This design comes from an exercise in tuning for small area on the open sky130 flow, not from production work.
At most, simulation tests tie the RTL to the original design; equivalence was not proved.
For runs 1 and 2, only the layout was checked, not whether the RTL still works.
Power figures rest on the tool's default switching activity, not on a simulated workload.

`flow/flow/run.sh`:
```
#!/bin/bash
# Layout flow: the standard flow (standard.sh) with three changes:
#  - synthesis maps with flow/abc_area.script, an area-oriented ABC script (a copy of ORFS's
#    scripts folder with only that file replaced; registers are untouched by ABC);
#  - port buffers use the smallest buffer cell, sky130_fd_sc_hd__buf_1;
#  - clock tree synthesis uses clkbuf_8 buffers and inserts no dummy loads.
# Each make run's full output goes to its own log here; ORFS keeps per-step logs in orfs/logs/.
set -euo pipefail
rm -rf scripts_abc
cp -r "$FLOW_HOME/scripts" scripts_abc
cp flow/abc_area.script scripts_abc/abc_area.script
bash standard.sh "SCRIPTS_DIR=$PWD/scripts_abc" "SYNTH_ARGS=-noabc" synth > synth_make.log 2>&1
bash standard.sh "BUFFER_PORTS_ARGS=-buffer_cell sky130_fd_sc_hd__buf_1" \
  "CTS_ARGS=-sink_clustering_enable -repair_clock_nets -dont_use_dummy_load -buf_list sky130_fd_sc_hd__clkbuf_8" \
  finish > flow_make.log 2>&1
```
`flow/flow/abc_area.script`:
```
&get -n
&st
&dch
&nf -R 1000
&put
topo
stime -c
```
`flow/standard.sh`:
```
#!/bin/bash
# synth_recipe.tcl (not shown) runs the flow's synth.tcl, then flattens the netlist and writes it again
# the make line also repeats each setting of config.mk as NAME=value (left out here)
make -C /OpenROAD-flow-scripts/flow DESIGN_CONFIG=/design/flow/config.mk WORK_HOME=/design/flow/orfs CLKGATE_MAP_FILE= SYNTH_SCRIPT=/design/flow/synth_recipe.tcl "${@:-finish}"
```
`flow/config.mk`:
```
export PLATFORM = sky130hd
export DESIGN_NAME = fract_resampler
export DESIGN_NICKNAME = fract_resampler
export VERILOG_FILES = /design/flow/design.v
export SDC_FILE = /design/flow/constraint.sdc
export NUM_CORES = 4
export LEC_CHECK = 0
export ABC_AREA = 1
export ABC_CLOCK_PERIOD_IN_PS = 9500
export CAP_MARGIN = 20
export CORE_MARGIN = 2
export CORE_UTILIZATION = 65
export SLEW_MARGIN = 20
```
`flow/constraint.sdc`:
```
create_clock -name core_clock -period 9.5 [get_ports {i_clk}]
set_input_delay 1.9000 -clock core_clock [delete_from_list [all_inputs] [get_ports {i_clk}]]
set_output_delay 1.9000 -clock core_clock [all_outputs]
set_load 0.01 [all_outputs]
```
`flow/design.v`:
```
module fract_resampler #(
    parameter int WIDTH   = 16,
    parameter int PHASE_W = 12,
    parameter int SR_BASE = 192
) (
    input  logic                 i_clk,
    input  logic                 i_rst_n,
    input  logic                 i_clear,
    input  logic [WIDTH-1:0]     i_din_i,
    input  logic [WIDTH-1:0]     i_din_q,
    input  logic                 i_din_vld,
    output logic                 o_rdy,
    output logic [2*WIDTH-1:0]   o_tdata,
    output logic                 o_tvalid,
    input  logic                 i_rdy,
    input  logic                 i_set_stb,
    input  logic [7:0]           i_set_addr,
    input  logic [31:0]          i_set_data,
    output logic [31:0]          o_out_cnt
);
    localparam logic [PHASE_W:0] STEP_ONE = {1'b1, {PHASE_W{1'b0}}};
    localparam int SUM_W = WIDTH + PHASE_W;    
    localparam int NROW  = PHASE_W / 2;        
    localparam int ROW_W = WIDTH + 2;
    localparam logic [1:0] P_FILL0 = 2'b00;
    localparam logic [1:0] P_FILL1 = 2'b01;
    localparam logic [1:0] P_LOAD  = 2'b10;
    localparam logic [SUM_W-1:0] SUM_K = SUM_W'(3 << (PHASE_W - 1))
        - SUM_W'(((1 << (2 * NROW)) - 1) / 3 * (1 << (ROW_W - 1)));
    logic [1:0] rst_sync;
    logic       rst_int_n;
    logic [1:0]                 ph;
    logic                       calc;
    logic                       bypass;
    logic                       out_vld;
    logic [PHASE_W:0]           step;
    logic [PHASE_W:0]           step_new;
    logic [PHASE_W-1:0]         mu;
    logic [PHASE_W:0]           mu_sum;
    logic [WIDTH-1:0]           nx1_i, nx1_q;    
    logic [WIDTH:0]             d_i, d_q;
    logic [WIDTH:0]             dn_i, dn_q;
    logic [WIDTH-1:0]           y_i;
    logic                       sel_i;
    logic [WIDTH-1:0]           base;
    logic [WIDTH:0]             dsel;
    logic [PHASE_W+1:0]         mu_x;
    logic                       neg_top;
    logic [SUM_W-1:0]           sum;
    logic [WIDTH-1:0]           y_out;
    logic [31:0]                out_cnt;
    logic                       in_xfer;
    logic                       out_xfer;
    logic                       step_wr;
    logic                       mode_wr;
    logic                       byp_next;
    logic                       cnt_clr;
    logic                       do_clr;
    always_ff @(posedge i_clk or negedge i_rst_n) begin
        if (!i_rst_n) begin
            rst_sync <= 2'b00;
        end else begin
            rst_sync <= {rst_sync[0], 1'b1};
        end
    end
    assign rst_int_n = rst_sync[1];
    assign o_rdy    = bypass ? (!out_vld || i_rdy) : !(out_vld || calc);
    assign in_xfer  = i_din_vld && o_rdy;
    assign out_xfer = out_vld && i_rdy;
    assign step_wr  = i_set_stb && (i_set_addr == 8'(SR_BASE));
    assign mode_wr  = i_set_stb && (i_set_addr == 8'(SR_BASE + 1));
    assign byp_next = mode_wr ? i_set_data[0] : bypass;
    assign cnt_clr  = i_clear || (mode_wr && i_set_data[1]);
    assign do_clr   = cnt_clr || (mode_wr && (i_set_data[0] != bypass));
    always_comb begin
        step_new = i_set_data[PHASE_W:0];
        if (i_set_data == 32'd0) begin
            step_new = (PHASE_W+1)'(1);
        end else if (i_set_data > 32'(STEP_ONE)) begin
            step_new = STEP_ONE;
        end
    end
    function automatic logic [WIDTH:0] sub_ripple(input logic [WIDTH:0] a, input logic [WIDTH:0] nb);
        logic c;
        c = 1'b1;
        for (int i = 0; i <= WIDTH; i++) begin
            sub_ripple[i] = a[i] ^ nb[i] ^ c;
            c = (a[i] & nb[i]) | (a[i] & c) | (nb[i] & c);
        end
    endfunction
    function automatic logic [PHASE_W:0] add_ripple(input logic [PHASE_W-1:0] a, input logic [PHASE_W:0] b);
        logic c;
        c = 1'b0;
        for (int i = 0; i < PHASE_W; i++) begin
            add_ripple[i] = a[i] ^ b[i] ^ c;
            c = (a[i] & b[i]) | (a[i] & c) | (b[i] & c);
        end
        add_ripple[PHASE_W] = b[PHASE_W] | c;
    endfunction
    function automatic logic [31:0] inc_ripple(input logic [31:0] a, input logic en);
        logic c;
        c = en;
        for (int i = 0; i < 32; i++) begin
            inc_ripple[i] = a[i] ^ c;
            c = a[i] & c;
        end
    endfunction
    assign mu_sum = add_ripple(mu, step);
    assign dn_i = sub_ripple({i_din_i[WIDTH-1], i_din_i}, {nx1_i[WIDTH-1], nx1_i});
    assign dn_q = sub_ripple({i_din_q[WIDTH-1], i_din_q}, {nx1_q[WIDTH-1], nx1_q});
    assign sel_i = calc;
    assign base  = ~(sel_i ? nx1_i : nx1_q);
    assign dsel  = sel_i ? d_i : d_q;
    assign mu_x  = {1'b0, mu, 1'b0};
    assign neg_top = !mu[PHASE_W-1] && !bypass;
    logic b_one1, b_two2, b_neg3, pp4, pp5, pp6, pp7, pp8, pp9, pp10, pp11, pp12, pp13, pp14, pp15, pp16, pp17, pp18, pp19, pp20, pp21, b_one22, b_two23, b_neg24, pp25, pp26, pp27, pp28, pp29, pp30, pp31, pp32, pp33, pp34, pp35, pp36, pp37, pp38, pp39, pp40, pp41, pp42, b_one43, b_two44, b_neg45, pp46, pp47, pp48, pp49, pp50, pp51, pp52, pp53, pp54, pp55, pp56, pp57, pp58, pp59, pp60, pp61, pp62, pp63, b_one64, b_two65, b_neg66, pp67, pp68, pp69, pp70, pp71, pp72, pp73, pp74, pp75, pp76, pp77, pp78, pp79, pp80, pp81, pp82, pp83, pp84, b_one85, b_two86, b_neg87, pp88, pp89, pp90, pp91, pp92, pp93, pp94, pp95, pp96, pp97, pp98, pp99, pp100, pp101, pp102, pp103, pp104, pp105, b_one106, b_two107, b_neg108, pp109, pp110, pp111, pp112, pp113, pp114, pp115, pp116, pp117, pp118, pp119, pp120, pp121, pp122, pp123, pp124, pp125, pp126, pl127, pl128, pl129, pl130, pl131, pl132, pl133, pl134, pl135, pl136, pl137, pl138, pl139, pl140, pl141, pl142, s143, c144, s145, c146, s147, c148, s149, c150, s151, c152, s153, c154, s155, c156, s157, c158, s159, c160, s161, c162, s163, c164, s165, c166, s167, c168, s169, c170, s171, c172, s173, c174, s175, c176, s177, c178, s179, c180, s181, c182, s183, c184, s185, c186, s187, c188, s189, c190, s191, c192, s193, c194, s195, c196, s197, c198, s199, c200, s201, c202, s203, c204, s205, c206, s207, c208, s209, c210, s211, c212, s213, c214, s215, c216, s217, c218, s219, c220, s221, c222, s223, c224, s225, c226, s227, c228, s229, c230, s231, c232, s233, c234, s235, c236, s237, c238, s239, c240, s241, c242, s243, c244, s245, c246, s247, c248, s249, c250, s251, c252, s253, c254, s255, c256, s257, c258, s259, c260, s261, c262, s263, c264, s265, c266, s267, c268, s269, c270, s271, c272, s273, c274, s275, c276, s277, c278, s279, c280, s281, c282, s283, c284, s285, c286, s287, c288, s289, c290, s291, c292, s293, c294, s295, c296, s297, c298, s299, c300, s301, c302, s303, c304, s305, c306, s307, c308, s309, c310, s311, c312, s313, c314, s315, c316, s317, c318, s319, c320, s321, c322, s323, c324, s325, c326, s327, c328, s329, c330, s331, c332, s333, c334, s335, c336, s337, c338, s339, c340, s341, c342, s343, c344, s345, c346, s347, c348, s349, c350, s351, c352, s353, c354, s355, c356, s357, c358, s359, c360, s361, c362, s363, c364, s365, c366, rc367, rc368, rc369, rc370, rc371, rc372, rc373, rc374, rc375, rc376, rc377, rc378, g379, p380, g381, p382, g383, p384, g385, p386, g387, p388, g389, p390, g391, p392, g393, p394, g395, p396, g397, p398, g399, p400, g401, p402, g403, p404, g405, p406, g407, p408, g409, p410, G411, P412, G413, P414, G415, P416, G417, P418, G419, P420, G421, P422, G423, P424, G425, P426, G427, P428, G429, P430, G431, P432, G433, P434, G435, P436, G437, P438, G439, P440, G441, P442, G443, P444, G445, P446, G447, P448, G449, P450, G451, P452, G453, P454, G455, P456, G457, P458, G459, P460, G461, P462, G463, P464, G465, P466, G467, P468, G469, P470, G471, P472, G473, P474, G475, P476;
    assign b_one1 = mu_x[1] ^ mu_x[0];
    assign b_two2 = (mu_x[2] & ~mu_x[1] & ~mu_x[0]) | (~mu_x[2] & mu_x[1] & mu_x[0]);
    assign b_neg3 = mu_x[2];
    assign pp4 = ((b_one1 & dsel[0])) ^ b_neg3;
    assign pp5 = ((b_one1 & dsel[1]) | (b_two2 & dsel[0])) ^ b_neg3;
    assign pp6 = ((b_one1 & dsel[2]) | (b_two2 & dsel[1])) ^ b_neg3;
    assign pp7 = ((b_one1 & dsel[3]) | (b_two2 & dsel[2])) ^ b_neg3;
    assign pp8 = ((b_one1 & dsel[4]) | (b_two2 & dsel[3])) ^ b_neg3;
    assign pp9 = ((b_one1 & dsel[5]) | (b_two2 & dsel[4])) ^ b_neg3;
    assign pp10 = ((b_one1 & dsel[6]) | (b_two2 & dsel[5])) ^ b_neg3;
    assign pp11 = ((b_one1 & dsel[7]) | (b_two2 & dsel[6])) ^ b_neg3;
    assign pp12 = ((b_one1 & dsel[8]) | (b_two2 & dsel[7])) ^ b_neg3;
    assign pp13 = ((b_one1 & dsel[9]) | (b_two2 & dsel[8])) ^ b_neg3;
    assign pp14 = ((b_one1 & dsel[10]) | (b_two2 & dsel[9])) ^ b_neg3;
    assign pp15 = ((b_one1 & dsel[11]) | (b_two2 & dsel[10])) ^ b_neg3;
    assign pp16 = ((b_one1 & dsel[12]) | (b_two2 & dsel[11])) ^ b_neg3;
    assign pp17 = ((b_one1 & dsel[13]) | (b_two2 & dsel[12])) ^ b_neg3;
    assign pp18 = ((b_one1 & dsel[14]) | (b_two2 & dsel[13])) ^ b_neg3;
    assign pp19 = ((b_one1 & dsel[15]) | (b_two2 & dsel[14])) ^ b_neg3;
    assign pp20 = ((b_one1 & dsel[16]) | (b_two2 & dsel[15])) ^ b_neg3;
    assign pp21 = ~(((b_one1 & dsel[16]) | (b_two2 & dsel[16])) ^ b_neg3);
    assign b_one22 = mu_x[3] ^ mu_x[2];
    assign b_two23 = (mu_x[4] & ~mu_x[3] & ~mu_x[2]) | (~mu_x[4] & mu_x[3] & mu_x[2]);
    assign b_neg24 = mu_x[4];
    assign pp25 = ((b_one22 & dsel[0])) ^ b_neg24;
    assign pp26 = ((b_one22 & dsel[1]) | (b_two23 & dsel[0])) ^ b_neg24;
    assign pp27 = ((b_one22 & dsel[2]) | (b_two23 & dsel[1])) ^ b_neg24;
    assign pp28 = ((b_one22 & dsel[3]) | (b_two23 & dsel[2])) ^ b_neg24;
    assign pp29 = ((b_one22 & dsel[4]) | (b_two23 & dsel[3])) ^ b_neg24;
    assign pp30 = ((b_one22 & dsel[5]) | (b_two23 & dsel[4])) ^ b_neg24;
    assign pp31 = ((b_one22 & dsel[6]) | (b_two23 & dsel[5])) ^ b_neg24;
    assign pp32 = ((b_one22 & dsel[7]) | (b_two23 & dsel[6])) ^ b_neg24;
    assign pp33 = ((b_one22 & dsel[8]) | (b_two23 & dsel[7])) ^ b_neg24;
    assign pp34 = ((b_one22 & dsel[9]) | (b_two23 & dsel[8])) ^ b_neg24;
    assign pp35 = ((b_one22 & dsel[10]) | (b_two23 & dsel[9])) ^ b_neg24;
    assign pp36 = ((b_one22 & dsel[11]) | (b_two23 & dsel[10])) ^ b_neg24;
    assign pp37 = ((b_one22 & dsel[12]) | (b_two23 & dsel[11])) ^ b_neg24;
    assign pp38 = ((b_one22 & dsel[13]) | (b_two23 & dsel[12])) ^ b_neg24;
    assign pp39 = ((b_one22 & dsel[14]) | (b_two23 & dsel[13])) ^ b_neg24;
    assign pp40 = ((b_one22 & dsel[15]) | (b_two23 & dsel[14])) ^ b_neg24;
    assign pp41 = ((b_one22 & dsel[16]) | (b_two23 & dsel[15])) ^ b_neg24;
    assign pp42 = ~(((b_one22 & dsel[16]) | (b_two23 & dsel[16])) ^ b_neg24);
    assign b_one43 = mu_x[5] ^ mu_x[4];
    assign b_two44 = (mu_x[6] & ~mu_x[5] & ~mu_x[4]) | (~mu_x[6] & mu_x[5] & mu_x[4]);
    assign b_neg45 = mu_x[6];
    assign pp46 = ((b_one43 & dsel[0])) ^ b_neg45;
    assign pp47 = ((b_one43 & dsel[1]) | (b_two44 & dsel[0])) ^ b_neg45;
    assign pp48 = ((b_one43 & dsel[2]) | (b_two44 & dsel[1])) ^ b_neg45;
    assign pp49 = ((b_one43 & dsel[3]) | (b_two44 & dsel[2])) ^ b_neg45;
    assign pp50 = ((b_one43 & dsel[4]) | (b_two44 & dsel[3])) ^ b_neg45;
    assign pp51 = ((b_one43 & dsel[5]) | (b_two44 & dsel[4])) ^ b_neg45;
    assign pp52 = ((b_one43 & dsel[6]) | (b_two44 & dsel[5])) ^ b_neg45;
    assign pp53 = ((b_one43 & dsel[7]) | (b_two44 & dsel[6])) ^ b_neg45;
    assign pp54 = ((b_one43 & dsel[8]) | (b_two44 & dsel[7])) ^ b_neg45;
    assign pp55 = ((b_one43 & dsel[9]) | (b_two44 & dsel[8])) ^ b_neg45;
    assign pp56 = ((b_one43 & dsel[10]) | (b_two44 & dsel[9])) ^ b_neg45;
    assign pp57 = ((b_one43 & dsel[11]) | (b_two44 & dsel[10])) ^ b_neg45;
    assign pp58 = ((b_one43 & dsel[12]) | (b_two44 & dsel[11])) ^ b_neg45;
    assign pp59 = ((b_one43 & dsel[13]) | (b_two44 & dsel[12])) ^ b_neg45;
    assign pp60 = ((b_one43 & dsel[14]) | (b_two44 & dsel[13])) ^ b_neg45;
    assign pp61 = ((b_one43 & dsel[15]) | (b_two44 & dsel[14])) ^ b_neg45;
    assign pp62 = ((b_one43 & dsel[16]) | (b_two44 & dsel[15])) ^ b_neg45;
    assign pp63 = ~(((b_one43 & dsel[16]) | (b_two44 & dsel[16])) ^ b_neg45);
    assign b_one64 = mu_x[7] ^ mu_x[6];
    assign b_two65 = (mu_x[8] & ~mu_x[7] & ~mu_x[6]) | (~mu_x[8] & mu_x[7] & mu_x[6]);
    assign b_neg66 = mu_x[8];
    assign pp67 = ((b_one64 & dsel[0])) ^ b_neg66;
    assign pp68 = ((b_one64 & dsel[1]) | (b_two65 & dsel[0])) ^ b_neg66;
    assign pp69 = ((b_one64 & dsel[2]) | (b_two65 & dsel[1])) ^ b_neg66;
    assign pp70 = ((b_one64 & dsel[3]) | (b_two65 & dsel[2])) ^ b_neg66;
    assign pp71 = ((b_one64 & dsel[4]) | (b_two65 & dsel[3])) ^ b_neg66;
    assign pp72 = ((b_one64 & dsel[5]) | (b_two65 & dsel[4])) ^ b_neg66;
    assign pp73 = ((b_one64 & dsel[6]) | (b_two65 & dsel[5])) ^ b_neg66;
    assign pp74 = ((b_one64 & dsel[7]) | (b_two65 & dsel[6])) ^ b_neg66;
    assign pp75 = ((b_one64 & dsel[8]) | (b_two65 & dsel[7])) ^ b_neg66;
    assign pp76 = ((b_one64 & dsel[9]) | (b_two65 & dsel[8])) ^ b_neg66;
    assign pp77 = ((b_one64 & dsel[10]) | (b_two65 & dsel[9])) ^ b_neg66;
    assign pp78 = ((b_one64 & dsel[11]) | (b_two65 & dsel[10])) ^ b_neg66;
    assign pp79 = ((b_one64 & dsel[12]) | (b_two65 & dsel[11])) ^ b_neg66;
    assign pp80 = ((b_one64 & dsel[13]) | (b_two65 & dsel[12])) ^ b_neg66;
    assign pp81 = ((b_one64 & dsel[14]) | (b_two65 & dsel[13])) ^ b_neg66;
    assign pp82 = ((b_one64 & dsel[15]) | (b_two65 & dsel[14])) ^ b_neg66;
    assign pp83 = ((b_one64 & dsel[16]) | (b_two65 & dsel[15])) ^ b_neg66;
    assign pp84 = ~(((b_one64 & dsel[16]) | (b_two65 & dsel[16])) ^ b_neg66);
    assign b_one85 = mu_x[9] ^ mu_x[8];
    assign b_two86 = (mu_x[10] & ~mu_x[9] & ~mu_x[8]) | (~mu_x[10] & mu_x[9] & mu_x[8]);
    assign b_neg87 = mu_x[10];
    assign pp88 = ((b_one85 & dsel[0])) ^ b_neg87;
    assign pp89 = ((b_one85 & dsel[1]) | (b_two86 & dsel[0])) ^ b_neg87;
    assign pp90 = ((b_one85 & dsel[2]) | (b_two86 & dsel[1])) ^ b_neg87;
    assign pp91 = ((b_one85 & dsel[3]) | (b_two86 & dsel[2])) ^ b_neg87;
    assign pp92 = ((b_one85 & dsel[4]) | (b_two86 & dsel[3])) ^ b_neg87;
    assign pp93 = ((b_one85 & dsel[5]) | (b_two86 & dsel[4])) ^ b_neg87;
    assign pp94 = ((b_one85 & dsel[6]) | (b_two86 & dsel[5])) ^ b_neg87;
    assign pp95 = ((b_one85 & dsel[7]) | (b_two86 & dsel[6])) ^ b_neg87;
    assign pp96 = ((b_one85 & dsel[8]) | (b_two86 & dsel[7])) ^ b_neg87;
    assign pp97 = ((b_one85 & dsel[9]) | (b_two86 & dsel[8])) ^ b_neg87;
    assign pp98 = ((b_one85 & dsel[10]) | (b_two86 & dsel[9])) ^ b_neg87;
    assign pp99 = ((b_one85 & dsel[11]) | (b_two86 & dsel[10])) ^ b_neg87;
    assign pp100 = ((b_one85 & dsel[12]) | (b_two86 & dsel[11])) ^ b_neg87;
    assign pp101 = ((b_one85 & dsel[13]) | (b_two86 & dsel[12])) ^ b_neg87;
    assign pp102 = ((b_one85 & dsel[14]) | (b_two86 & dsel[13])) ^ b_neg87;
    assign pp103 = ((b_one85 & dsel[15]) | (b_two86 & dsel[14])) ^ b_neg87;
    assign pp104 = ((b_one85 & dsel[16]) | (b_two86 & dsel[15])) ^ b_neg87;
    assign pp105 = ~(((b_one85 & dsel[16]) | (b_two86 & dsel[16])) ^ b_neg87);
    assign b_one106 = mu_x[11] ^ mu_x[10];
    assign b_two107 = (mu_x[12] & ~mu_x[11] & ~mu_x[10]) | (~mu_x[12] & mu_x[11] & mu_x[10]);
    assign b_neg108 = mu_x[12];
    assign pp109 = ((b_one106 & dsel[0])) ^ b_neg108;
    assign pp110 = ((b_one106 & dsel[1]) | (b_two107 & dsel[0])) ^ b_neg108;
    assign pp111 = ((b_one106 & dsel[2]) | (b_two107 & dsel[1])) ^ b_neg108;
    assign pp112 = ((b_one106 & dsel[3]) | (b_two107 & dsel[2])) ^ b_neg108;
    assign pp113 = ((b_one106 & dsel[4]) | (b_two107 & dsel[3])) ^ b_neg108;
    assign pp114 = ((b_one106 & dsel[5]) | (b_two107 & dsel[4])) ^ b_neg108;
    assign pp115 = ((b_one106 & dsel[6]) | (b_two107 & dsel[5])) ^ b_neg108;
    assign pp116 = ((b_one106 & dsel[7]) | (b_two107 & dsel[6])) ^ b_neg108;
    assign pp117 = ((b_one106 & dsel[8]) | (b_two107 & dsel[7])) ^ b_neg108;
    assign pp118 = ((b_one106 & dsel[9]) | (b_two107 & dsel[8])) ^ b_neg108;
    assign pp119 = ((b_one106 & dsel[10]) | (b_two107 & dsel[9])) ^ b_neg108;
    assign pp120 = ((b_one106 & dsel[11]) | (b_two107 & dsel[10])) ^ b_neg108;
    assign pp121 = ((b_one106 & dsel[12]) | (b_two107 & dsel[11])) ^ b_neg108;
    assign pp122 = ((b_one106 & dsel[13]) | (b_two107 & dsel[12])) ^ b_neg108;
    assign pp123 = ((b_one106 & dsel[14]) | (b_two107 & dsel[13])) ^ b_neg108;
    assign pp124 = ((b_one106 & dsel[15]) | (b_two107 & dsel[14])) ^ b_neg108;
    assign pp125 = ((b_one106 & dsel[16]) | (b_two107 & dsel[15])) ^ b_neg108;
    assign pp126 = ~(((b_one106 & dsel[16]) | (b_two107 & dsel[16])) ^ b_neg108);
    assign pl127 = ~(dsel[0] & neg_top);
    assign pl128 = ~(dsel[1] & neg_top);
    assign pl129 = ~(dsel[2] & neg_top);
    assign pl130 = ~(dsel[3] & neg_top);
    assign pl131 = ~(dsel[4] & neg_top);
    assign pl132 = ~(dsel[5] & neg_top);
    assign pl133 = ~(dsel[6] & neg_top);
    assign pl134 = ~(dsel[7] & neg_top);
    assign pl135 = ~(dsel[8] & neg_top);
    assign pl136 = ~(dsel[9] & neg_top);
    assign pl137 = ~(dsel[10] & neg_top);
    assign pl138 = ~(dsel[11] & neg_top);
    assign pl139 = ~(dsel[12] & neg_top);
    assign pl140 = ~(dsel[13] & neg_top);
    assign pl141 = ~(dsel[14] & neg_top);
    assign pl142 = ~(dsel[15] & neg_top);
    assign s143 = pp14 ^ pp33;
    assign c144 = pp14 & pp33;
    assign s145 = pp15 ^ pp34 ^ pp53;
    assign c146 = (pp15 & pp34) | (pp15 & pp53) | (pp34 & pp53);
    assign s147 = pp16 ^ pp35 ^ pp54;
    assign c148 = (pp16 & pp35) | (pp16 & pp54) | (pp35 & pp54);
    assign s149 = pp73 ^ pp92 ^ pp111;
    assign c150 = (pp73 & pp92) | (pp73 & pp111) | (pp92 & pp111);
    assign s151 = pp17 ^ pp36 ^ pp55;
    assign c152 = (pp17 & pp36) | (pp17 & pp55) | (pp36 & pp55);
    assign s153 = pp74 ^ pp93 ^ pp112;
    assign c154 = (pp74 & pp93) | (pp74 & pp112) | (pp93 & pp112);
    assign s155 = pp18 ^ pp37 ^ pp56;
    assign c156 = (pp18 & pp37) | (pp18 & pp56) | (pp37 & pp56);
    assign s157 = pp75 ^ pp94 ^ pp113;
    assign c158 = (pp75 & pp94) | (pp75 & pp113) | (pp94 & pp113);
    assign s159 = pp19 ^ pp38 ^ pp57;
    assign c160 = (pp19 & pp38) | (pp19 & pp57) | (pp38 & pp57);
    assign s161 = pp76 ^ pp95 ^ pp114;
    assign c162 = (pp76 & pp95) | (pp76 & pp114) | (pp95 & pp114);
    assign s163 = pp20 ^ pp39 ^ pp58;
    assign c164 = (pp20 & pp39) | (pp20 & pp58) | (pp39 & pp58);
    assign s165 = pp77 ^ pp96 ^ pp115;
    assign c166 = (pp77 & pp96) | (pp77 & pp115) | (pp96 & pp115);
    assign s167 = pp21 ^ pp40 ^ pp59;
    assign c168 = (pp21 & pp40) | (pp21 & pp59) | (pp40 & pp59);
    assign s169 = pp78 ^ pp97 ^ pp116;
    assign c170 = (pp78 & pp97) | (pp78 & pp116) | (pp97 & pp116);
    assign s171 = pl132 ^ base[5];
    assign c172 = pl132 & base[5];
    assign s173 = pp41 ^ pp60 ^ pp79;
    assign c174 = (pp41 & pp60) | (pp41 & pp79) | (pp60 & pp79);
    assign s175 = pp98 ^ pp117 ^ pl133;
    assign c176 = (pp98 & pp117) | (pp98 & pl133) | (pp117 & pl133);
    assign s177 = base[6] ^ 1'b1;
    assign c178 = base[6] & 1'b1;
    assign s179 = pp42 ^ pp61 ^ pp80;
    assign c180 = (pp42 & pp61) | (pp42 & pp80) | (pp61 & pp80);
    assign s181 = pp99 ^ pp118 ^ pl134;
    assign c182 = (pp99 & pp118) | (pp99 & pl134) | (pp118 & pl134);
    assign s183 = pp62 ^ pp81 ^ pp100;
    assign c184 = (pp62 & pp81) | (pp62 & pp100) | (pp81 & pp100);
    assign s185 = pp119 ^ pl135;
    assign c186 = pp119 & pl135;
    assign s187 = pp63 ^ pp82 ^ pp101;
    assign c188 = (pp63 & pp82) | (pp63 & pp101) | (pp82 & pp101);
    assign s189 = pp83 ^ pp102;
    assign c190 = pp83 & pp102;
    assign s191 = pp10 ^ pp29;
    assign c192 = pp10 & pp29;
    assign s193 = pp11 ^ pp30;
    assign c194 = pp11 & pp30;
    assign s195 = pp12 ^ pp31 ^ pp50;
    assign c196 = (pp12 & pp31) | (pp12 & pp50) | (pp31 & pp50);
    assign s197 = pp69 ^ pp88;
    assign c198 = pp69 & pp88;
    assign s199 = pp13 ^ pp32 ^ pp51;
    assign c200 = (pp13 & pp32) | (pp13 & pp51) | (pp32 & pp51);
    assign s201 = pp70 ^ pp89;
    assign c202 = pp70 & pp89;
    assign s203 = s143 ^ pp52 ^ pp71;
    assign c204 = (s143 & pp52) | (s143 & pp71) | (pp52 & pp71);
    assign s205 = pp90 ^ pp109 ^ b_neg108;
    assign c206 = (pp90 & pp109) | (pp90 & b_neg108) | (pp109 & b_neg108);
    assign s207 = c144 ^ s145 ^ pp72;
    assign c208 = (c144 & s145) | (c144 & pp72) | (s145 & pp72);
    assign s209 = pp91 ^ pp110 ^ 1'b1;
    assign c210 = (pp91 & pp110) | (pp91 & 1'b1) | (pp110 & 1'b1);
    assign s211 = c146 ^ s147 ^ s149;
    assign c212 = (c146 & s147) | (c146 & s149) | (s147 & s149);
    assign s213 = pl127 ^ base[0] ^ 1'b1;
    assign c214 = (pl127 & base[0]) | (pl127 & 1'b1) | (base[0] & 1'b1);
    assign s215 = c148 ^ c150 ^ s151;
    assign c216 = (c148 & c150) | (c148 & s151) | (c150 & s151);
    assign s217 = s153 ^ pl128 ^ base[1];
    assign c218 = (s153 & pl128) | (s153 & base[1]) | (pl128 & base[1]);
    assign s219 = c152 ^ c154 ^ s155;
    assign c220 = (c152 & c154) | (c152 & s155) | (c154 & s155);
    assign s221 = s157 ^ pl129 ^ base[2];
    assign c222 = (s157 & pl129) | (s157 & base[2]) | (pl129 & base[2]);
    assign s223 = c156 ^ c158 ^ s159;
    assign c224 = (c156 & c158) | (c156 & s159) | (c158 & s159);
    assign s225 = s161 ^ pl130 ^ base[3];
    assign c226 = (s161 & pl130) | (s161 & base[3]) | (pl130 & base[3]);
    assign s227 = c160 ^ c162 ^ s163;
    assign c228 = (c160 & c162) | (c160 & s163) | (c162 & s163);
    assign s229 = s165 ^ pl131 ^ base[4];
    assign c230 = (s165 & pl131) | (s165 & base[4]) | (pl131 & base[4]);
    assign s231 = c164 ^ c166 ^ s167;
    assign c232 = (c164 & c166) | (c164 & s167) | (c166 & s167);
    assign s233 = s169 ^ s171 ^ 1'b1;
    assign c234 = (s169 & s171) | (s169 & 1'b1) | (s171 & 1'b1);
    assign s235 = c168 ^ c170 ^ c172;
    assign c236 = (c168 & c170) | (c168 & c172) | (c170 & c172);
    assign s237 = s173 ^ s175 ^ s177;
    assign c238 = (s173 & s175) | (s173 & s177) | (s175 & s177);
    assign s239 = c174 ^ c176 ^ c178;
    assign c240 = (c174 & c176) | (c174 & c178) | (c176 & c178);
    assign s241 = s179 ^ s181 ^ base[7];
    assign c242 = (s179 & s181) | (s179 & base[7]) | (s181 & base[7]);
    assign s243 = c180 ^ c182 ^ s183;
    assign c244 = (c180 & c182) | (c180 & s183) | (c182 & s183);
    assign s245 = s185 ^ base[8] ^ 1'b1;
    assign c246 = (s185 & base[8]) | (s185 & 1'b1) | (base[8] & 1'b1);
    assign s247 = c184 ^ c186 ^ s187;
    assign c248 = (c184 & c186) | (c184 & s187) | (c186 & s187);
    assign s249 = pp120 ^ pl136 ^ base[9];
    assign c250 = (pp120 & pl136) | (pp120 & base[9]) | (pl136 & base[9]);
    assign s251 = c188 ^ s189 ^ pp121;
    assign c252 = (c188 & s189) | (c188 & pp121) | (s189 & pp121);
    assign s253 = pl137 ^ base[10] ^ 1'b1;
    assign c254 = (pl137 & base[10]) | (pl137 & 1'b1) | (base[10] & 1'b1);
    assign s255 = c190 ^ pp84 ^ pp103;
    assign c256 = (c190 & pp84) | (c190 & pp103) | (pp84 & pp103);
    assign s257 = pp122 ^ pl138 ^ base[11];
    assign c258 = (pp122 & pl138) | (pp122 & base[11]) | (pl138 & base[11]);
    assign s259 = pp104 ^ pp123 ^ pl139;
    assign c260 = (pp104 & pp123) | (pp104 & pl139) | (pp123 & pl139);
    assign s261 = base[12] ^ 1'b1;
    assign c262 = base[12] & 1'b1;
    assign s263 = pp105 ^ pp124 ^ pl140;
    assign c264 = (pp105 & pp124) | (pp105 & pl140) | (pp124 & pl140);
    assign s265 = pp125 ^ pl141;
    assign c266 = pp125 & pl141;
    assign s267 = pp8 ^ pp27;
    assign c268 = pp8 & pp27;
    assign s269 = pp9 ^ pp28;
    assign c270 = pp9 & pp28;
    assign s271 = s191 ^ pp48 ^ pp67;
    assign c272 = (s191 & pp48) | (s191 & pp67) | (pp48 & pp67);
    assign s273 = c192 ^ s193 ^ pp49;
    assign c274 = (c192 & s193) | (c192 & pp49) | (s193 & pp49);
    assign s275 = c194 ^ s195 ^ s197;
    assign c276 = (c194 & s195) | (c194 & s197) | (s195 & s197);
    assign s277 = c196 ^ c198 ^ s199;
    assign c278 = (c196 & c198) | (c196 & s199) | (c198 & s199);
    assign s279 = c200 ^ c202 ^ s203;
    assign c280 = (c200 & c202) | (c200 & s203) | (c202 & s203);
    assign s281 = c204 ^ c206 ^ s207;
    assign c282 = (c204 & c206) | (c204 & s207) | (c206 & s207);
    assign s283 = c208 ^ c210 ^ s211;
    assign c284 = (c208 & c210) | (c208 & s211) | (c210 & s211);
    assign s285 = c212 ^ c214 ^ s215;
    assign c286 = (c212 & c214) | (c212 & s215) | (c214 & s215);
    assign s287 = c216 ^ c218 ^ s219;
    assign c288 = (c216 & c218) | (c216 & s219) | (c218 & s219);
    assign s289 = c220 ^ c222 ^ s223;
    assign c290 = (c220 & c222) | (c220 & s223) | (c222 & s223);
    assign s291 = c224 ^ c226 ^ s227;
    assign c292 = (c224 & c226) | (c224 & s227) | (c226 & s227);
    assign s293 = c228 ^ c230 ^ s231;
    assign c294 = (c228 & c230) | (c228 & s231) | (c230 & s231);
    assign s295 = c232 ^ c234 ^ s235;
    assign c296 = (c232 & c234) | (c232 & s235) | (c234 & s235);
    assign s297 = c236 ^ c238 ^ s239;
    assign c298 = (c236 & c238) | (c236 & s239) | (c238 & s239);
    assign s299 = c240 ^ c242 ^ s243;
    assign c300 = (c240 & c242) | (c240 & s243) | (c242 & s243);
    assign s301 = c244 ^ c246 ^ s247;
    assign c302 = (c244 & c246) | (c244 & s247) | (c246 & s247);
    assign s303 = c248 ^ c250 ^ s251;
    assign c304 = (c248 & c250) | (c248 & s251) | (c250 & s251);
    assign s305 = c252 ^ c254 ^ s255;
    assign c306 = (c252 & c254) | (c252 & s255) | (c254 & s255);
    assign s307 = c256 ^ c258 ^ s259;
    assign c308 = (c256 & c258) | (c256 & s259) | (c258 & s259);
    assign s309 = c260 ^ c262 ^ s263;
    assign c310 = (c260 & c262) | (c260 & s263) | (c262 & s263);
    assign s311 = c264 ^ s265 ^ base[14];
    assign c312 = (c264 & s265) | (c264 & base[14]) | (s265 & base[14]);
    assign s313 = c266 ^ pp126 ^ pl142;
    assign c314 = (c266 & pp126) | (c266 & pl142) | (pp126 & pl142);
    assign s315 = pp6 ^ pp25;
    assign c316 = pp6 & pp25;
    assign s317 = pp7 ^ pp26;
    assign c318 = pp7 & pp26;
    assign s319 = s267 ^ pp46 ^ b_neg45;
    assign c320 = (s267 & pp46) | (s267 & b_neg45) | (pp46 & b_neg45);
    assign s321 = c268 ^ s269 ^ pp47;
    assign c322 = (c268 & s269) | (c268 & pp47) | (s269 & pp47);
    assign s323 = c270 ^ s271 ^ b_neg66;
    assign c324 = (c270 & s271) | (c270 & b_neg66) | (s271 & b_neg66);
    assign s325 = c272 ^ s273 ^ pp68;
    assign c326 = (c272 & s273) | (c272 & pp68) | (s273 & pp68);
    assign s327 = c274 ^ s275 ^ b_neg87;
    assign c328 = (c274 & s275) | (c274 & b_neg87) | (s275 & b_neg87);
    assign s329 = c276 ^ s277 ^ s201;
    assign c330 = (c276 & s277) | (c276 & s201) | (s277 & s201);
    assign s331 = c278 ^ s279 ^ s205;
    assign c332 = (c278 & s279) | (c278 & s205) | (s279 & s205);
    assign s333 = c280 ^ s281 ^ s209;
    assign c334 = (c280 & s281) | (c280 & s209) | (s281 & s209);
    assign s335 = c282 ^ s283 ^ s213;
    assign c336 = (c282 & s283) | (c282 & s213) | (s283 & s213);
    assign s337 = c284 ^ s285 ^ s217;
    assign c338 = (c284 & s285) | (c284 & s217) | (s285 & s217);
    assign s339 = c286 ^ s287 ^ s221;
    assign c340 = (c286 & s287) | (c286 & s221) | (s287 & s221);
    assign s341 = c288 ^ s289 ^ s225;
    assign c342 = (c288 & s289) | (c288 & s225) | (s289 & s225);
    assign s343 = c290 ^ s291 ^ s229;
    assign c344 = (c290 & s291) | (c290 & s229) | (s291 & s229);
    assign s345 = c292 ^ s293 ^ s233;
    assign c346 = (c292 & s293) | (c292 & s233) | (s293 & s233);
    assign s347 = c294 ^ s295 ^ s237;
    assign c348 = (c294 & s295) | (c294 & s237) | (s295 & s237);
    assign s349 = c296 ^ s297 ^ s241;
    assign c350 = (c296 & s297) | (c296 & s241) | (s297 & s241);
    assign s351 = c298 ^ s299 ^ s245;
    assign c352 = (c298 & s299) | (c298 & s245) | (s299 & s245);
    assign s353 = c300 ^ s301 ^ s249;
    assign c354 = (c300 & s301) | (c300 & s249) | (s301 & s249);
    assign s355 = c302 ^ s303 ^ s253;
    assign c356 = (c302 & s303) | (c302 & s253) | (s303 & s253);
    assign s357 = c304 ^ s305 ^ s257;
    assign c358 = (c304 & s305) | (c304 & s257) | (s305 & s257);
    assign s359 = c306 ^ s307 ^ s261;
    assign c360 = (c306 & s307) | (c306 & s261) | (s307 & s261);
    assign s361 = c308 ^ s309 ^ base[13];
    assign c362 = (c308 & s309) | (c308 & base[13]) | (s309 & base[13]);
    assign s363 = c310 ^ s311 ^ 1'b1;
    assign c364 = (c310 & s311) | (c310 & 1'b1) | (s311 & 1'b1);
    assign s365 = c312 ^ s313 ^ base[15];
    assign c366 = (c312 & s313) | (c312 & base[15]) | (s313 & base[15]);
    assign rc367 = (pp4 & b_neg3) | (pp4 & 1'b0) | (b_neg3 & 1'b0);
    assign rc368 = (pp5 & 1'b0) | (pp5 & rc367) | (1'b0 & rc367);
    assign rc369 = (s315 & b_neg24) | (s315 & rc368) | (b_neg24 & rc368);
    assign rc370 = (c316 & s317) | (c316 & rc369) | (s317 & rc369);
    assign rc371 = (c318 & s319) | (c318 & rc370) | (s319 & rc370);
    assign rc372 = (c320 & s321) | (c320 & rc371) | (s321 & rc371);
    assign rc373 = (c322 & s323) | (c322 & rc372) | (s323 & rc372);
    assign rc374 = (c324 & s325) | (c324 & rc373) | (s325 & rc373);
    assign rc375 = (c326 & s327) | (c326 & rc374) | (s327 & rc374);
    assign rc376 = (c328 & s329) | (c328 & rc375) | (s329 & rc375);
    assign rc377 = (c330 & s331) | (c330 & rc376) | (s331 & rc376);
    assign rc378 = (c332 & s333) | (c332 & rc377) | (s333 & rc377);
    assign g379 = c334 & s335;
    assign p380 = c334 ^ s335;
    assign g381 = c336 & s337;
    assign p382 = c336 ^ s337;
    assign g383 = c338 & s339;
    assign p384 = c338 ^ s339;
    assign g385 = c340 & s341;
    assign p386 = c340 ^ s341;
    assign g387 = c342 & s343;
    assign p388 = c342 ^ s343;
    assign g389 = c344 & s345;
    assign p390 = c344 ^ s345;
    assign g391 = c346 & s347;
    assign p392 = c346 ^ s347;
    assign g393 = c348 & s349;
    assign p394 = c348 ^ s349;
    assign g395 = c350 & s351;
    assign p396 = c350 ^ s351;
    assign g397 = c352 & s353;
    assign p398 = c352 ^ s353;
    assign g399 = c354 & s355;
    assign p400 = c354 ^ s355;
    assign g401 = c356 & s357;
    assign p402 = c356 ^ s357;
    assign g403 = c358 & s359;
    assign p404 = c358 ^ s359;
    assign g405 = c360 & s361;
    assign p406 = c360 ^ s361;
    assign g407 = c362 & s363;
    assign p408 = c362 ^ s363;
    assign g409 = c364 & s365;
    assign p410 = c364 ^ s365;
    assign G411 = g379 | (p380 & rc378);
    assign P412 = p380 & 1'b0;
    assign G413 = g383 | (p384 & g381);
    assign P414 = p384 & p382;
    assign G415 = g387 | (p388 & g385);
    assign P416 = p388 & p386;
    assign G417 = g391 | (p392 & g389);
    assign P418 = p392 & p390;
    assign G419 = g395 | (p396 & g393);
    assign P420 = p396 & p394;
    assign G421 = g399 | (p400 & g397);
    assign P422 = p400 & p398;
    assign G423 = g403 | (p404 & g401);
    assign P424 = p404 & p402;
    assign G425 = g407 | (p408 & g405);
    assign P426 = p408 & p406;
    assign G427 = g381 | (p382 & G411);
    assign P428 = p382 & P412;
    assign G429 = G413 | (P414 & G411);
    assign P430 = P414 & P412;
    assign G431 = g389 | (p390 & G415);
    assign P432 = p390 & P416;
    assign G433 = G417 | (P418 & G415);
    assign P434 = P418 & P416;
    assign G435 = g397 | (p398 & G419);
    assign P436 = p398 & P420;
    assign G437 = G421 | (P422 & G419);
    assign P438 = P422 & P420;
    assign G439 = g405 | (p406 & G423);
    assign P440 = p406 & P424;
    assign G441 = G425 | (P426 & G423);
    assign P442 = P426 & P424;
    assign G443 = g385 | (p386 & G429);
    assign P444 = p386 & P430;
    assign G445 = G415 | (P416 & G429);
    assign P446 = P416 & P430;
    assign G447 = G431 | (P432 & G429);
    assign P448 = P432 & P430;
    assign G449 = G433 | (P434 & G429);
    assign P450 = P434 & P430;
    assign G451 = g401 | (p402 & G437);
    assign P452 = p402 & P438;
    assign G453 = G423 | (P424 & G437);
    assign P454 = P424 & P438;
    assign G455 = G439 | (P440 & G437);
    assign P456 = P440 & P438;
    assign G457 = G441 | (P442 & G437);
    assign P458 = P442 & P438;
    assign G459 = g393 | (p394 & G449);
    assign P460 = p394 & P450;
    assign G461 = G419 | (P420 & G449);
    assign P462 = P420 & P450;
    assign G463 = G435 | (P436 & G449);
    assign P464 = P436 & P450;
    assign G465 = G437 | (P438 & G449);
    assign P466 = P438 & P450;
    assign G467 = G451 | (P452 & G449);
    assign P468 = P452 & P450;
    assign G469 = G453 | (P454 & G449);
    assign P470 = P454 & P450;
    assign G471 = G455 | (P456 & G449);
    assign P472 = P456 & P450;
    assign G473 = G457 | (P458 & G449);
    assign P474 = P458 & P450;
    assign G475 = g409 | (p410 & G473);
    assign P476 = p410 & P474;
    assign sum[12] = p380 ^ rc378;
    assign sum[13] = p382 ^ G411;
    assign sum[14] = p384 ^ G427;
    assign sum[15] = p386 ^ G429;
    assign sum[16] = p388 ^ G443;
    assign sum[17] = p390 ^ G445;
    assign sum[18] = p392 ^ G447;
    assign sum[19] = p394 ^ G449;
    assign sum[20] = p396 ^ G459;
    assign sum[21] = p398 ^ G461;
    assign sum[22] = p400 ^ G463;
    assign sum[23] = p402 ^ G465;
    assign sum[24] = p404 ^ G467;
    assign sum[25] = p406 ^ G469;
    assign sum[26] = p408 ^ G471;
    assign sum[27] = p410 ^ G473;
    assign y_out = sum[PHASE_W +: WIDTH];
    assign o_tdata   = {bypass ? ~nx1_i : y_i, y_out};
    assign o_tvalid  = out_vld;
    assign o_out_cnt = out_cnt;
    always_ff @(posedge i_clk) begin
        if (in_xfer) begin
            nx1_i <= ~i_din_i;
            nx1_q <= ~i_din_q;
            d_i  <= dn_i;
            d_q  <= dn_q;
        end
        if (sel_i) begin
            y_i <= y_out;
        end
    end
    always_ff @(posedge i_clk) begin
        if (do_clr || (!bypass && (ph == P_FILL1) && in_xfer)) begin
            mu <= '0;
        end else if (!bypass && out_xfer) begin
            mu <= mu_sum[PHASE_W-1:0];
        end
    end
    always_ff @(posedge i_clk or negedge rst_int_n) begin
        if (!rst_int_n) begin
            ph       <= P_FILL0;
            calc     <= 1'b0;
            bypass   <= 1'b0;
            step     <= STEP_ONE;
            out_vld  <= 1'b0;
            out_cnt  <= '0;
        end else begin
            if (step_wr) begin
                step <= step_new;
            end
            if (mode_wr) begin
                bypass <= i_set_data[0];
            end
            out_cnt <= cnt_clr ? '0 : inc_ripple(out_cnt, out_xfer);
            if (do_clr) begin
                ph      <= P_FILL0;
                calc    <= 1'b0;
                out_vld <= 1'b0;
            end else if (bypass) begin
                if (in_xfer) begin
                    out_vld <= 1'b1;
                end else if (out_xfer) begin
                    out_vld <= 1'b0;
                end
            end else if (out_vld) begin
                if (i_rdy) begin
                    out_vld <= 1'b0;
                    if (mu_sum[PHASE_W]) begin
                        ph <= P_LOAD;
                    end else begin
                        calc <= 1'b1;
                    end
                end
            end else if (calc) begin
                calc    <= 1'b0;
                out_vld <= 1'b1;
            end else if (in_xfer) begin
                if (ph == P_FILL0) begin
                    ph <= P_FILL1;
                end else begin
                    calc <= 1'b1;
                end
            end
        end
    end
endmodule
```
==> run notes, run 1 <==
status=no timing/DRC/antenna violations; detailed-route DRC error count=0; WL met3=1510 um; grt ovf=0; Layout fillers=1285; Clock Sinks=146; # Max-Cap Violations=0; # H-tree levels=4; Starting Density=66.0%; Post-CTS Setup Repair Bufs=0; vias per cell=5.80; standard-cell rows=48; CP Capture Type=output port; area of the multi-input gates=6990 um2; Hold Crit Class=reg2async; Routed Antenna Nets=0; skew final=0.0475 ns; CORE AREA=17200 um2; gate count of the mapped netlist=960; Slew headroom=34.8%; critical path type=reg2out; 1st-iter DRT viols=546; Fmax=0.111 GHz; WP data arrival=7.08 ns; vias=8030; clock latency on the worst-skew pair=0.47 ns; syn_nets=1242; # hold bufs at CTS=0; Async SR Flop Fraction=35.6%; clk buf depth=2; Die ar.=18500 um2; register area=4010 um2; #FFs+latches synth=146; met2 wire len=12300 um; Num CTS Buffers=17; final worst path period share=94.5%; I/O Buffers=143; Root Buffer=clkbuf_8; Highest Signal Layer=met4; gpl congestion=0.833; setup TNS=0 ns; drt total wl=25000 um; ys flop type=edfxtp_1; Yosys cell types=41; initial antenna violation count=0; Required @ worst endpoint=7.60 ns; Netlist Area Pre-Place=11300 um2; r2r worst-path depth=20; first drt pass iteration count=5; largest net degree at the start of global routing=67; Worst-path clk slew=0.10 ns; detailed placement HPWL=18400 um; worst slew pin tran=0.978 ns; GR Util All Layers=28.9%; Tmin final=8.98 ns; maximum vdd ir drop=378 uV; synth warn=1; Setup-failing EPs final=0; number of global-route vias before repair=8063; nets@finish=1443; PD cells=250 nW/um2; die height=136 um; Wirelength per Cell=18.1 um; RSZ-0062 raised after global routing=false; count of final hold-check violations=0; Mapped Avg Cell Area=11.8 um2; Critical Path Source Type=flop; Slew Viols, Final=0; TritonCTS clock tree=built; Resized cells post-CTS=0; diodes inserted=0; crit-path max FO=35; EDFF count, synth=82; share of cells above drive strength 1=5.44%; Static Leakage=5.84 nW; I/O pin cnt=144; area delta synth->final=12.1%; sequential area share after synthesis=35.4%; first-pass GRT wire length=41100 um; Final Power=0.00317 W; die width=136 um; M1 WL=10900 um
==> synthesized netlist by cell type (all sizes together) (2+ instances only) <==
master    n  area, um2
fa      134       2680
xor2    103        902
o22ai    97        607
clkinv   95        357
edfxtp   82       2460
ha       70        876
dfrtp    51       1280
nand2    50        188
a21oi    47        235
nor2     46        173
and2     32        200
xnor2    26        228
mux2i    23        230
o21ai    14       70.1
dfxtp    12        240
a22o     11       96.3
mux2     10        113
or2      10       62.6
nor4      7       43.8
nor3      5       25.0
a21o      4       30.0
a22oi     4       30.0
nand3     4       20.0
o31ai     3       22.5
nand2b    2       12.5
nand4     2       12.5
o221ai    2       17.5
==> worst max-delay path: stages, from the launching register on <==
cell      delay (ns)
dfrtp_2         1.00
buf_4           0.31
mux2i_1         0.26
buf_4           0.18
o22ai_1         0.08
xor2_1          0.17
ha_1            0.30
fa_1            0.51
fa_1            0.43
o22ai_1         0.12
a21oi_1         0.06
a221oi_1        0.29
o21ai_0         0.15
o221ai_1        0.10
a21oi_1         0.13
fa_1            0.43
nand3_1         0.10
nand2_1         0.10
nand3_1         0.10
nand2_1         0.09
a21o_1          0.21
a21oi_1         0.36
o31ai_1         0.23
a21oi_1         0.27
clkinv_1        0.09
a21oi_1         0.18
xnor2_1         0.17
buf_1           0.18
==> routing by layer <==
layer  track usage (%)  up-vias
met1              40.5     3956
met5                 0        -
met3              4.62       27
li1                  -     3761
met2              47.6      286
met4              7.70        0
==> logic make-up (layout without fill, tap and decap cells) <==
kind of cell	count (synthesis)	after routing	share of synthesized area [%]
buf+inv	95	294	3.15
compound gates	188	188	10.2
xor+xnor	129	129	9.97
simple gates	164	164	6.87
flops	146	146	35.4
fa+ha+maj	204	204	31.4
mux	33	33	3.03
other cells	1	1	0.0331
==> layout make-up <==
| cell class | count | share of cell area, % |
|---|---|---|
| inverters | 95 | 2.81 |
| well taps | 225 | 2.22 |
| repair buffers | 182 | 6.53 |
| flip-flops and latches | 146 | 31.6 |
| multi-input cells | 719 | 55.0 |
| clock buffers | 17 | 1.84 |
==> cell usage in the layout, fill, tap and decap left out, drive strengths merged, types with 32 or more instances in the layout <==
cell	netlist	routed
edfxtp	82	82
xor2	103	103
fa	134	134
and2	32	32
a21oi	47	47
nand2	50	50
o22ai	97	97
clkinv	95	94
buf	0	182
nor2	46	46
ha	70	70
dfrtp	51	51
==> power by group <==
| part | total, W | internal (W) | switching, W |
|---|---|---|---|
| Sequential | 0.000992 | 0.000913 | 0.0000791 |
| Combinational | 0.00182 | 0.000685 | 0.00113 |
| Clock | 0.000363 | 0.000158 | 0.000205 |
| Total | 0.00317 | 0.00176 | 0.00141 |
==> path summary, 6_finish.rpt <==
kind | start | slack, ns | endpoint
max | calc | 0.52 | o_tdata[13]
min | rst_sync[1] | 0.32 | out_cnt[12]
max reg2reg | nx1_i[0] | 2.59 | d_i[15]
min reg2reg | rst_sync[1] | 0.32 | out_cnt[12]
max in group asynchronous | i_rst_n | 8.14 | rst_sync[1]
min in group core_clock | rst_sync[0] | 0.40 | rst_sync[1]
==> stage by stage <==
stage	std cells	util (%)	hold WS (ns)	cell area (um2)	setup slack (ns)
6_report	1384	74.0	0.319	12700	0.521
3_5_place_dp	1367	72.6	0.346	12500	0.929
5_1_grt	1384	74.0	0.393	12700	0.0655
2_1_floorplan	960	-	0.331	11300	0.824
4_1_cts	1384	73.9	0.407	12700	0.496
3_3_place_gp	1367	72.5	0.334	12500	0.967
==> state kept, by name (all words and copies together), names as in the netlist <==
register and flops:
bypass 1, calc 1, d_i 17, d_q 17, mu 12, nx1_i 16
nx1_q 16, out_cnt 32, out_vld 1, ph 2, rst_sync 2, step 13
y_i 16
==> inputs of run 2 (changes only) <==
--- a/flow/config.mk
+++ b/flow/config.mk
@@ -7,7 +7,8 @@
 export LEC_CHECK = 0
 export ABC_AREA = 1
 export ABC_CLOCK_PERIOD_IN_PS = 9500
-export CAP_MARGIN = 20
+export CAP_MARGIN = 10
 export CORE_MARGIN = 2
 export CORE_UTILIZATION = 65
-export SLEW_MARGIN = 20
+export GPL_TIMING_DRIVEN = 0
+export SLEW_MARGIN = 10
==> run 2 against run 1 <==
Final cell count fell by 2.1%. Core utilization fell by 0.14 points. Critical path type unchanged. Synthesized cell count did not move. Count of clock-buffer cells in the layout did not move. Clock power rose by 1%. Register-to-register slack got worse by 0.22 ns. Die area did not move. Critical path depth fell by 4. Largest cell class unchanged.
==> run notes, run 2 <==
EDFF count, synth=82 (unchanged); final worst path period share=96.6% (+2.1 points); I/O Buffers=143 (unchanged); #FFs+latches synth=146 (unchanged); # Max-Cap Violations=0 (unchanged); Critical Path Source Type=flop; sequential area share after synthesis=35.4% (unchanged); worst slew pin tran=1.20 ns (+0.225 ns); vias per cell=5.86 (+0.97%); status=no timing/DRC/antenna violations; Mapped Avg Cell Area=11.8 um2 (unchanged); largest cells by area after synthesis=fa_1, edfxtp_1, dfrtp_1; I/O pin cnt=144 (unchanged); first-pass GRT wire length=39400 um (-4.1%); largest net degree at the start of global routing=52 (-22%); TritonCTS clock tree=built; die height=136 um (unchanged); maximum vdd ir drop=337 uV (-11%); most common cell after layout, fill and taps aside=buf_1; Root Buffer=clkbuf_8; ys flop type=edfxtp_1; GR Util All Layers=27.8% (-1.1 points); clock latency on the worst-skew pair=0.46 ns (about the same); Required @ worst endpoint=7.60 ns (about the same); Num CTS Buffers=17 (unchanged); Clock Sinks=146 (unchanged); Netlist Area Pre-Place=11300 um2 (unchanged); CORE AREA=17200 um2 (unchanged); count of final hold-check violations=0 (unchanged); Worst-path clk slew=0.10 ns (about the same); nets@finish=1414 (-2.0%); Die ar.=18500 um2 (unchanged); critical path type=reg2out; critical path launch point=calc; Static Leakage=5.75 nW (-1.6%); Starting Density=66.0% (unchanged); Fmax=0.109 GHz (-2.2%); r2r startpoint=nx1_i[0]; detailed-route DRC error count=0 (unchanged); die width=136 um (unchanged); Resized cells post-CTS=2 (+2); Slew headroom=17.5% (-17 points); Post-CTS Setup Repair Bufs=0 (unchanged); Async SR Flop Fraction=35.6% (unchanged); first drt pass iteration count=5 (unchanged); Synth top area share=23.7% (unchanged); Routed Antenna Nets=0 (unchanged); PD cells=250 nW/um2 (+0.27%); # hold bufs at CTS=0 (unchanged); drt total wl=24500 um (-2.1%); Setup-failing EPs final=0 (unchanged); number of global-route vias before repair=7967 (-1.2%); final setup margin=0.321 ns (-0.200 ns); clk buf depth=2 (unchanged); syn_nets=1242 (unchanged); standard-cell rows=48 (unchanged); crit-path max FO=51 (+46%); cell with the most instances after synthesis=fa_1; RSZ-0062 raised after global routing=false; Reg2Reg Setup Slack=2.37 ns (-0.22 ns); detailed placement HPWL=17600 um (-4.2%); worst slack at placement=0.480 ns (-0.449 ns); Wirelength per Cell=18.1 um (about the same); commonest cells after routing, fill and taps aside=buf_1, fa_1, xor2_1, o22ai_1, clkinv_1; Cell Count, Final, Fillers Out=1355 (-2.1%); Hold Crit Class=reg2async; grt ovf=0 (unchanged); Synth area leader=fa_1; diodes inserted=0 (unchanged); 1st-iter DRT viols=465 (-15%); Layout fillers=1232 (-4.1%); Slew Viols, Final=0 (unchanged); initial antenna violation count=0 (unchanged); Yosys cell types=41 (unchanged); top flop regs=out_cnt: 32 flops, d_i: 17 flops, d_q: 17 flops; gpl congestion=0.846 (+1.5%); skew final=0.0404 ns (-0.00709 ns); area delta synth->final=11.9%; CP Capture Type=output port; Largest Register=out_cnt; placed insts=1337 (-2.2%); Final Power=0.00317 W (about the same); synth cell count leaders=fa_1, xor2_1, o22ai_1, clkinv_1, edfxtp_1; # H-tree levels=4 (unchanged); Largest register FFs=32 (unchanged); vias=7938 (-1.1%); Tmin final=9.18 ns (+0.200 ns); synth warn=1 (unchanged); gate count of the mapped netlist=960 (unchanged); share of cells above drive strength 1=4.96% (-0.48 points); WP data arrival=7.28 ns (+0.20 ns)
## run 2: cells by family after synthesis
group,after synthesis,share of synthesized area [%]
multiplexers,33,3.03
other,1,0.0331
adder cells (fa/ha/maj),204,31.4
buffers and inverters,95,3.15
XOR/XNOR,129,9.97
AO/OA/AOI/OAI,188,10.2
flip-flops,146,35.4
AND/OR/NAND/NOR,164,6.87
## run 2: metrics by stage
stage / area, um2 / hold slack (ns) / TNS (ns) / utilization, %
5_1_grt: 12700 / 0.190 / 0 / 73.8
6_report: 12700 / 0.155 / 0 / 73.8
3_3_place_gp: 12100 / 0.336 / -7.70 / 70.7
2_1_floorplan: 11300 / 0.331 / 0 / -
4_1_cts: 12600 / 0.165 / 0 / 73.3
3_5_place_dp: 12300 / 0.180 / 0 / 71.9
## run 2: path summary, 6_finish.rpt
kind,depth (start not counted),to
setup / recovery,23,o_tdata[13]
hold / removal,0,out_cnt[12]
setup reg to reg,20,d_i[15]
hold reg to reg,0,out_cnt[12]
max in group asynchronous,1,rst_sync[1]
min in group core_clock,0,rst_sync[1]
## run 2: per-layer routing
layer | track usage (%) | up-vias | part of all wire [%]
li1 | - | 3687 | -
met2 | 47.5 | 281 | 50
met5 | 0 | - | 0
met3 | 3.80 | 27 | 5.9
met4 | 7.81 | 0 | 1.2
met1 | 37.7 | 3943 | 43
## run 2: worst max-delay path, cell delays in order, from the launching register on
cell and delay (ns):
dfrtp_4 0.45, buf_16 0.30, mux2i_2 0.76, o22ai_1 0.17
xor2_1 0.19, fa_1 0.59, fa_1 0.43, fa_1 0.51
fa_1 0.44, a22oi_1 0.18, a21oi_1 0.15, fa_1 0.44
nand3_1 0.11, nand2_1 0.09, nand3_1 0.10, nand2_1 0.11
a21o_1 0.23, a21oi_1 0.40, o31ai_2 0.21, a21oi_1 0.28
clkinv_1 0.10, a21oi_1 0.17, xnor2_1 0.17, buf_1 0.18
## run 2: layout make-up
type	instances	area [um2]	area share (%)
sequential	146	4030	31.8
multi-input combinational	719	7090	55.9
clock buffer	17	234	1.85
inverter	95	358	2.82
tap	225	282	2.22
timing repair buffer	153	687	5.42
## run 2: power by group
part,leakage [nW],total (W),internal (W),switching [W]
combinational,4.04,0.00183,0.000671,0.00116
clock,0.122,0.000367,0.000158,0.000210
sequential,1.59,0.000976,0.000911,0.0000650
==> inputs of run 3 (changes only) <==
--- a/flow/design.v
+++ b/flow/design.v
@@ -20,13 +20,9 @@
 );
     localparam logic [PHASE_W:0] STEP_ONE = {1'b1, {PHASE_W{1'b0}}};
     localparam int SUM_W = WIDTH + PHASE_W;    
-    localparam int NROW  = PHASE_W / 2;        
-    localparam int ROW_W = WIDTH + 2;
     localparam logic [1:0] P_FILL0 = 2'b00;
     localparam logic [1:0] P_FILL1 = 2'b01;
     localparam logic [1:0] P_LOAD  = 2'b10;
-    localparam logic [SUM_W-1:0] SUM_K = SUM_W'(3 << (PHASE_W - 1))
-        - SUM_W'(((1 << (2 * NROW)) - 1) / 3 * (1 << (ROW_W - 1)));
     logic [1:0] rst_sync;
     logic       rst_int_n;
     logic [1:0]                 ph;
--- a/flow/config.mk
+++ b/flow/config.mk
@@ -7,8 +7,7 @@
 export LEC_CHECK = 0
 export ABC_AREA = 1
 export ABC_CLOCK_PERIOD_IN_PS = 9500
-export CAP_MARGIN = 10
+export CAP_MARGIN = 20
 export CORE_MARGIN = 2
-export CORE_UTILIZATION = 65
-export GPL_TIMING_DRIVEN = 0
-export SLEW_MARGIN = 10
+export CORE_UTILIZATION = 80
+export SLEW_MARGIN = 20
==> run 3 against run 2 <==
Sequential cell count is the same. Core utilization grew 17 points. Area after synthesis is the same. Die area shrank 18%. Setup slack gained 0.066 ns. Sequential share of layout area is essentially flat. Synthesized cell count is the same. Global-route usage grew 15 points. Combinational power grew 8%. Power grew 4.9%. Register-to-register slack is essentially flat. Wire length grew 25%. Largest power group unchanged.
==> run notes, run 3 <==
sequential area share after synthesis=35.4% (unchanged); Setup-failing EPs final=0 (unchanged); RSZ-0062 raised after global routing=false; commonest cells after routing, fill and taps aside=buf_1, fa_1, xor2_1, o22ai_1, clkinv_1; maximum vdd ir drop=463 uV (+37%); Die ar.=15100 um2 (-18%); standard-cell rows=43 (-10%); met2 Usage GRT=73.4% (+26 points); Core Util, Final=91.0% (+17 points); detailed-route DRC error count=0 (unchanged); detailed placement HPWL=21600 um (+23%); number of global-route vias before repair=9234 (+16%); Synth area leader=fa_1; diodes inserted=0 (unchanged); CORE AREA=13900 um2 (-19%); M1 GR Usage=50.1% (+12 points); Required @ worst endpoint=7.60 ns (about the same); Seq pwr share=29.7% (-1.1 points); Static Leakage=5.84 nW (+1.5%); Sw Ratio=46.4% (+1.3 points); Logic pwr share=59.3% (+1.7 points); critical path type=reg2out; largest net degree at the start of global routing=67 (+29%); TritonCTS clock tree=built; # Max-Cap Violations=0 (unchanged); clock network power share=11.1% (-0.5 points); Slew Viols, Final=0 (unchanged); crit-path max FO=19 (-63%); r2r startpoint=nx1_i[0]; placed insts=1321 (-1.2%); count of final hold-check violations=0 (unchanged); nets@finish=1442 (+2.0%); share of cells above drive strength 1=5.44% (+0.48 points); Largest register FFs=32 (unchanged); initial antenna violation count=0 (unchanged); GR Util All Layers=42.6% (+15 points); EDFF count, synth=82 (unchanged); die width=123 um (-9.6%); Hold Crit Class=reg2async; vias=8943 (+13%); die height=123 um (-9.6%); gate count of the mapped netlist=960 (unchanged); clk buf depth=2 (unchanged); Synth top area share=23.7% (unchanged); Root Buffer=clkbuf_8; Tmin final=9.11 ns (-0.0665 ns); Async SR Flop Fraction=35.6% (unchanged); setup TNS=0 ns (unchanged); Slew headroom=36.8% (+19 points); vias per cell=6.68 (+14%); status=no timing/DRC/antenna violations; clock latency on the worst-skew pair=0.47 ns (about the same); grt ovf=0 (unchanged); largest cells by area after synthesis=fa_1, edfxtp_1, dfrtp_1; #FFs+latches synth=146 (unchanged); Wirelength per Cell=22.8 um (+26%); I/O pin cnt=144 (unchanged); synth warn=1 (unchanged); ys flop type=edfxtp_1; area delta synth->final=11.5%; CP Capture Type=output port; Mapped Avg Cell Area=11.8 um2 (unchanged); Routed Antenna Nets=0 (unchanged); P_sw=0.00155 W (+7.9%); Critical Path Source Type=flop; Netlist Area Pre-Place=11300 um2 (unchanged); first drt pass iteration count=8 (+3); PD cells=263 nW/um2 (+5.2%); 1st-iter DRT viols=1084 (+130%); Largest Register=out_cnt; Worst-path clk slew=0.10 ns (about the same); skew final=0.0318 ns (-0.00860 ns); Fmax=0.110 GHz (+0.73%); I/O Buffers=143 (unchanged); GRT busiest layer=met2; cell with the most instances after synthesis=fa_1; worst slew pin tran=0.948 ns (-0.255 ns); Starting Density=81.6% (+16 points); Final Power=0.00333 W (+4.9%); Yosys cell types=41 (unchanged); Cell Count, Final, Fillers Out=1338 (-1.3%); Num CTS Buffers=17 (unchanged); # H-tree levels=4 (unchanged); drt total wl=30500 um (+25%); Int Power=0.00178 W (+2.4%); top flop regs=out_cnt: 32 flops, d_i: 17 flops, d_q: 17 flops; met3 Use GR=9.18% (+5.4 points); # hold bufs at CTS=0 (unchanged); Post-CTS Setup Repair Bufs=0 (unchanged); final worst path period share=95.9% (-0.70 points); gpl congestion=0.926 (+9.5%); Clock Sinks=146 (unchanged); first-pass GRT wire length=47400 um (+20%); synth cell count leaders=fa_1, xor2_1, o22ai_1, clkinv_1, edfxtp_1; syn_nets=1242 (unchanged); most common cell after layout, fill and taps aside=buf_1; WP data arrival=7.21 ns (-0.07 ns); WHS=0.369 ns (+0.214 ns); critical path launch point=mu[1]
==> run 3: cell counts after synthesis <==
No cell type changed its count.
==> run 3: layout make-up <==
class | instances | area (um2)
clock buffers | 17 | 234
multi-input cells | 719 | 6990
inverters | 95 | 357
repair buffers | 181 | 822
fillers | 563 | 1240
well taps | 180 | 225
flip-flops and latches | 146 | 4010
==> run 3: worst paths after layout <==
| check | to | depth (start not counted) | slack, ns |
|---|---|---|---|
| worst max-delay path | o_tdata[13] | 25 | 0.39 |
| min in group core_clock | rst_sync[1] | 0 | 0.37 |
| max in group asynchronous | rst_sync[0] | 1 | 8.11 |
| worst min register to register | out_cnt[7] | 0 | 0.37 |
| worst max register to register | d_i[15] | 20 | 2.36 |
| worst min-delay path | out_cnt[7] | 0 | 0.37 |
==> run 3: power by group through the flow <==
stage	Clock (W)	Combinational, W	Sequential [W]
5_1_grt	0.000386	0.00212	0.00100
3_3_place_gp	0	0.00176	0.000983
2_1_floorplan	0	0.00121	0.000991
6_report	0.000368	0.00197	0.000988
3_5_place_dp	0	0.00190	0.000997
4_1_cts	0.000367	0.00195	0.000986
==> run 3: kinds of logic (layout without fill, tap and decap cells) <==
group | Yosys count | count (layout) | share of synthesized area, %
other cells | 1 | 1 | 0.0331
buf+inv | 95 | 293 | 3.15
mux | 33 | 33 | 3.03
xor+xnor | 129 | 129 | 9.97
compound gates | 188 | 188 | 10.2
simple gates | 164 | 164 | 6.87
flops | 146 | 146 | 35.4
fa+ha+maj | 204 | 204 | 31.4
==> run 3: timing repair <==
item | 4_1_cts | 5_1_grt
gates resized for setup | 0 | 2
setup endpoints to repair | 0 | 1
endpoints found under the hold margin | 0 | 0
==> run 3: layer usage <==
layer  vias to the layer above  wire length [um]
li1                       3742                 -
met5                         -                 0
met1                      4334             10400
met2                       706             15500
met3                       161              2980
met4                         0              1580
==> run 3: metrics by stage <==
stage | setup slack (ns) | instance area [um2]
2_1_floorplan | 0.824 | 11300
3_3_place_gp | 1.01 | 12400
3_5_place_dp | 0.853 | 12400
4_1_cts | 0.409 | 12600
5_1_grt | 0.133 | 12600
6_report | 0.388 | 12600
==> run 3: critical path: stages (launching register included) <==
cell,delay (ns)
dfxtp_1,0.70
xnor2_1,0.19
buf_4,0.28
nand2_1,0.29
buf_4,0.27
o22ai_1,0.19
xor2_1,0.19
ha_1,0.27
fa_1,0.41
fa_1,0.59
fa_1,0.46
a22oi_1,0.18
a21oi_1,0.12
fa_1,0.45
nand3_1,0.11
nand2_1,0.10
nand3_1,0.10
nand2_1,0.10
a21o_1,0.23
a21oi_1,0.37
o31ai_1,0.22
a21oi_1,0.30
clkinv_1,0.11
a21oi_1,0.19
xnor2_1,0.17
buf_1,0.18

-- afterwards: timing with drivers on the ports --
The flow's constraints put no driver on any port. The routed layouts listed below were extracted and timed again, unchanged, in two steps.
Step 1, drivers: a clkbuf_16 drives i_clk and a buf_2 each remaining input, both assumed.
Step 2 times the ports against the registers' clock, not the clock port: input delays grow and output delays shrink by t, the midpoint of the rising clock arrivals with the driver on.
Slacks: ideal / step 1 / step 2; pairs: ideal / step 1.
run	t (ns)	slack for setup (ns)	worst register clock-pin slew, ns
run 1	0.485	0.521 / 0.481 / 0.966	0.10 / 0.10
run 2	0.480	0.321 / 0.278 / 0.758	0.10 / 0.10
run 3	0.489	0.388 / 0.347 / 0.798	0.10 / 0.10
After both steps setup and hold are still met in every run listed.
